This is an optimization exercise on Yosys and OpenROAD, whose aim is small area, a short achievable clock period and few clock cycles per item, not a production implementation. In this exercise RTL edits were held to simulation tests only and were not proved equivalent to the original.

==> run a <==
## muldiv_seq
module muldiv_seq (
   input  logic        clk,
   input  logic        rst,
   input  logic        start_i,
   input  logic [2:0]  op_i,
   input  logic [31:0] rs1_i,
   input  logic [31:0] rs2_i,
   input  logic        flush_i,
   output logic        stall_o,
   output logic        busy_o,
   output logic        done_o,
   output logic [31:0] result_o
);
==> flow/config.mk <==
export PLATFORM = sky130hd
export DESIGN_NAME = muldiv_seq
export DESIGN_NICKNAME = muldiv_seq
export VERILOG_FILES = /design/flow/design.v
export SDC_FILE = /design/flow/constraint.sdc
export NUM_CORES = 4
export LEC_CHECK = 0
export CAP_MARGIN = 20
export CELL_PAD_IN_SITES_DETAIL_PLACEMENT = 1
export CELL_PAD_IN_SITES_GLOBAL_PLACEMENT = 1
export CORE_MARGIN = 2
export CORE_UTILIZATION = 40
export PLACE_DENSITY = 0.5
export SETUP_SLACK_MARGIN = 5
export SLEW_MARGIN = 20
==> flow/constraint.sdc <==
create_clock -name core_clock -period 11.0 [get_ports {clk}]
set_input_delay 2.2000 -clock core_clock [delete_from_list [all_inputs] [get_ports {clk}]]
set_output_delay 2.2000 -clock core_clock [all_outputs]
set_load 0.01 [all_outputs]
run.sh (not shown) runs the stock make flow with config.mk's settings and CLKGATE_MAP_FILE= SYNTH_SCRIPT=/design/flow/synth_recipe.tcl, a recipe that flattens the netlist after the stock synthesis.
==> inputs of run b, as changes to run a <==
--- a/flow/design.v
+++ b/flow/design.v
@@ -30,11 +30,11 @@
       end
    end
    assign stall_o = rst & (accept | run);
    assign busy_o  = busy_q;
    assign done_o  = done_q;
-   function automatic logic [5:0] bitlen(input logic [31:0] x);
+   function automatic logic [5:0] topbit(input logic [31:0] x);
       logic [15:0] v1, p1;
       logic [7:0]  v2;
       logic [15:0] p2;
       logic [3:0]  v3;
       logic [11:0] p3;
@@ -56,15 +56,15 @@
       for (int i = 0; i < 2; i++) begin
          v4[i]      = v3[2*i+1] | v3[2*i];
          p4[4*i+:4] = {v3[2*i+1], v3[2*i+1] ? p3[6*i+3+:3] : p3[6*i+:3]};
       end
       p5     = {v4[1], v4[1] ? p4[7:4] : p4[3:0]};
-      bitlen = (v4[1] | v4[0]) ? {1'b0, p5} + 6'd1 : 6'd0;
+      topbit = {v4[1] | v4[0], p5};
    endfunction
-   logic        is_mul, sa, sb, an, bn, b_zero, swap;
+   logic        is_mul, sa, sb, an, bn, b_zero, swap, a_pw;
    logic [31:0] a_x, b_x, a_e;
-   logic [5:0]  na, nb;
+   logic [5:0]  ta, tb;     
    logic        a_short, b_short, a_tiny, b_tiny;
    logic        m_short;    
    logic        m_tiny;     
    logic        m_extra;    
    assign is_mul  = ~op_i[2];
@@ -72,55 +72,58 @@
    assign sb      = is_mul ? ~op_i[1] : ~op_i[0];
    assign an      = sa & rs1_i[31];
    assign bn      = sb & rs2_i[31];
    assign a_x     = rs1_i ^ {32{rs1_i[31]}};
    assign b_x     = rs2_i ^ {32{rs2_i[31]}};
-   assign a_e     = an ? {a_x[30:0], 1'b1} : a_x;
-   assign na      = (rs1_i[31] & ~sa) ? 6'd32 : bitlen(a_e);
-   assign nb      = (rs2_i[31] & ~sb) ? 6'd32 : bitlen(b_x);
+   assign a_e     = {a_x[30:0], 1'b1};
+   assign a_pw    = (a_x & ~a_e) == '0;
+   assign ta      = (rs1_i[31] & ~sa) ? 6'd63 : ((rs1_i[31] & a_pw) ? topbit(a_e) : topbit(a_x));
+   assign tb      = (rs2_i[31] & ~sb) ? 6'd63 : topbit(b_x);
    assign b_zero  = (rs2_i == '0);
-   assign swap    = na < nb;
+   assign swap    = tb[5] & (~ta[5] | (ta[4:0] < tb[4:0]));
    assign fast    = ~is_mul & (b_zero | swap);
    assign a_short = (a_x[30:15] == '0) & (sa | ~rs1_i[31]);
    assign b_short = (b_x[30:15] == '0) & (sb | ~rs2_i[31]);
    assign a_tiny  = (a_x[30:7] == '0) & (sa | ~rs1_i[31]);
    assign b_tiny  = (b_x[30:7] == '0) & (sb | ~rs2_i[31]);
    assign m_short = swap ? a_short : b_short;
    assign m_tiny  = swap ? a_tiny : b_tiny;
    assign m_extra = swap ? (rs1_i[31] & ~sa) : (rs2_i[31] & ~sb);
-   logic [5:0]  na_q, nb_q;
+   logic [5:0]  ta_q, tb_q;
    logic        prep_q;
    logic [6:0]  dq;         
-   assign dq      = {1'b0, na_q} - {1'b0, nb_q};
+   assign dq      = (ta_q[5] ? {2'b00, ta_q[4:0]} + 7'd1 : 7'd0) - (tb_q[5] ? {2'b00, tb_q[4:0]} + 7'd1 : 7'd0);
    logic [33:0] hi;
    logic [31:0] lo;
    logic [32:0] v;          
    logic        ylast;
    logic [2:0]  ng_q;       
    logic [1:0]  ns_q;       
    logic [1:0]  j8_q;       
    logic        j4_q;       
+   logic        j28_q;      
    logic        short_q;    
    logic        tiny_q;     
    logic        x_q;        
    logic        neg_q;      
    logic        fix_q;      
    logic        mul_q, bneg_q, rem_q;
    logic        res_hi_q, res_one_q, res_zero_q;
-   logic st_norm, st_j8, st_j4, st_x, st_neg, st_fix, st_any;
+   logic st_norm, st_j8, st_j4, st_j28, st_x, st_neg, st_fix, st_any;
    logic x_now_q, fix_now_q;
    assign st_neg = neg_q;
    assign st_fix = fix_now_q;
    assign st_x   = x_now_q;
    assign st_any = neg_q | fix_now_q | x_now_q | prep_q;
    always_comb begin
-      st_norm = 1'b0; st_j8 = 1'b0; st_j4 = 1'b0;
+      st_norm = 1'b0; st_j8 = 1'b0; st_j4 = 1'b0; st_j28 = 1'b0;
       if (!st_any) begin
          if (mul_q) begin
             st_norm = 1'b1;
          end else begin
-            if (j8_q != 0)      st_j8   = 1'b1;
+            if (j28_q)          st_j28  = 1'b1;
+            else if (j8_q != 0) st_j8   = 1'b1;
             else if (j4_q)      st_j4   = 1'b1;
             else                st_norm = 1'b1;
          end
       end
    end
@@ -180,19 +183,20 @@
             ng_q  <= {2'b00, ~m_short};           
             ns_q  <= {m_tiny, 1'b0};              
             x_q   <= m_extra;
             j8_q  <= 2'd0;
             j4_q  <= 1'b0;
+            j28_q <= 1'b0;
          end else begin
             ns_q  <= 2'd0;
             x_q   <= 1'b0;
          end
          neg_q      <= ~is_mul & an;
          ya_res     <= ~is_mul & an;
          prep_q     <= ~is_mul;
-         na_q       <= na;
-         nb_q       <= nb;
+         ta_q       <= ta;
+         tb_q       <= tb;
          x_now_q    <= 1'b0;
          fix_now_q  <= 1'b0;
          fix_q      <= ~is_mul & (op_i[1] ? an : (an ^ bn));
          res_hi_q   <= is_mul ? (op_i[1:0] != 2'b00) : (op_i[1] & ~fast & ~an);
          short_q    <= is_mul & m_short & ~m_tiny;
@@ -202,12 +206,13 @@
       end else begin
          ya_res <= norm_end & fix_q;
          if (prep_q) begin
             prep_q <= 1'b0;
             ng_q   <= dq[5] ? 3'd7 : dq[4:2];
-            j8_q   <= dq[5] ? 2'd0 : ~dq[4:3];
-            j4_q   <= ~dq[5] & ~dq[2];
+            j8_q   <= (dq[5] || dq[4:2] == 3'd0) ? 2'd0 : ~dq[4:3];
+            j4_q   <= ~dq[5] & ~dq[2] & (dq[4:2] != 3'd0);
+            j28_q  <= ~dq[5] & (dq[4:2] == 3'd0);
          end
          if (st_norm) begin
             if (mul_q) begin
                hi    <= {sum[36], sum[36:4]};
                lo    <= {sum[3:0], lo[31:4]};
@@ -224,10 +229,14 @@
             fix_now_q <= norm_end & fix_q;
          end else if (st_j8) begin
             hi   <= {2'b00, hi[23:0], lo[31:24]};
             lo   <= {lo[23:0], 8'd0};
             j8_q <= j8_q - 2'd1;
+         end else if (st_j28) begin
+            hi    <= {2'b00, hi[3:0], lo[31:4]};
+            lo    <= {lo[3:0], 28'd0};
+            j28_q <= 1'b0;
          end else if (st_j4) begin
             hi   <= {2'b00, hi[27:0], lo[31:28]};
             lo   <= {lo[27:0], 4'd0};
             j4_q <= 1'b0;
          end else if (prep_q & ~neg_q) begin
==> inputs of run c, as changes to run a <==
--- a/flow/config.mk
+++ b/flow/config.mk
@@ -3,10 +3,11 @@
 export DESIGN_NICKNAME = muldiv_seq
 export VERILOG_FILES = /design/flow/design.v
 export SDC_FILE = /design/flow/constraint.sdc
 export NUM_CORES = 4
 export LEC_CHECK = 0
+export ABC_AREA = 1
 export CAP_MARGIN = 20
 export CELL_PAD_IN_SITES_DETAIL_PLACEMENT = 1
 export CELL_PAD_IN_SITES_GLOBAL_PLACEMENT = 1
 export CORE_MARGIN = 2
 export CORE_UTILIZATION = 40
==> run summary <==
The highest utilization belongs to run a, the lowest to run b.
In run a the die area is higher than in run c, by about 1.9%.
Cell area: run c < run b < run a.
Register-to-register slack: run c > run b > run a.
Between run b and run c, the lower synthesized cell count is in run b (gap about 13%, measured against run c).
Critical path depth: run b < run c < run a.
Count of clock-buffer cells in the layout: run b is lower than run a (1).
Against run b, the worst hold slack of run c is worse by 0.020 ns.
Sequential share of layout area: run a is lower than run c (0.72 points).
The highest routed wire length belongs to run a, the lowest to run c.
Testbench counts of run a, summed over its fixed seeds: cycles 21,988, items 2,400.
Testbench counts of run b, summed over its fixed seeds: cycles 20,548, items 2,400.
Testbench counts of run c, summed over its fixed seeds: cycles 21,988, items 2,400.

[re-timing with driven ports]
No port has a modelled driver above. Below, the same layouts with a new extraction and two added sets of constraints.
Step 1 sets driving cells, clkbuf_16 on the clock port and buf_2 on the other inputs (assumed; they add their load-dependent delay and slew).
Step 2 adds t to the input delays and takes it off the output delays; t is the mean of the earliest and latest rising clock arrival at the registers after step 1. Input paths then give back, and output paths get back, about the clock's delay inside the block.
Three values: no drivers, after step 1, after step 2; two values: the first two.
| run | t, ns | setup slack, ns | clock arrival spread, ns | cell pins on the clock port's net |
|---|---|---|---|---|
| run a | 0.497 | 4.501 / 4.528 / 4.031 | 0.019 / 0.019 | 1 |
| run b | 0.499 | 5.075 / 5.023 / 4.617 | 0.013 / 0.012 | 1 |
| run c | 0.524 | 5.076 / 5.020 / 4.598 | 0.017 / 0.017 | 1 |
After both steps setup and hold are still met in every run listed. For run c, which loses most, drivers alone change the setup slack by -0.056 ns; drivers and shift together by -0.478 ns.
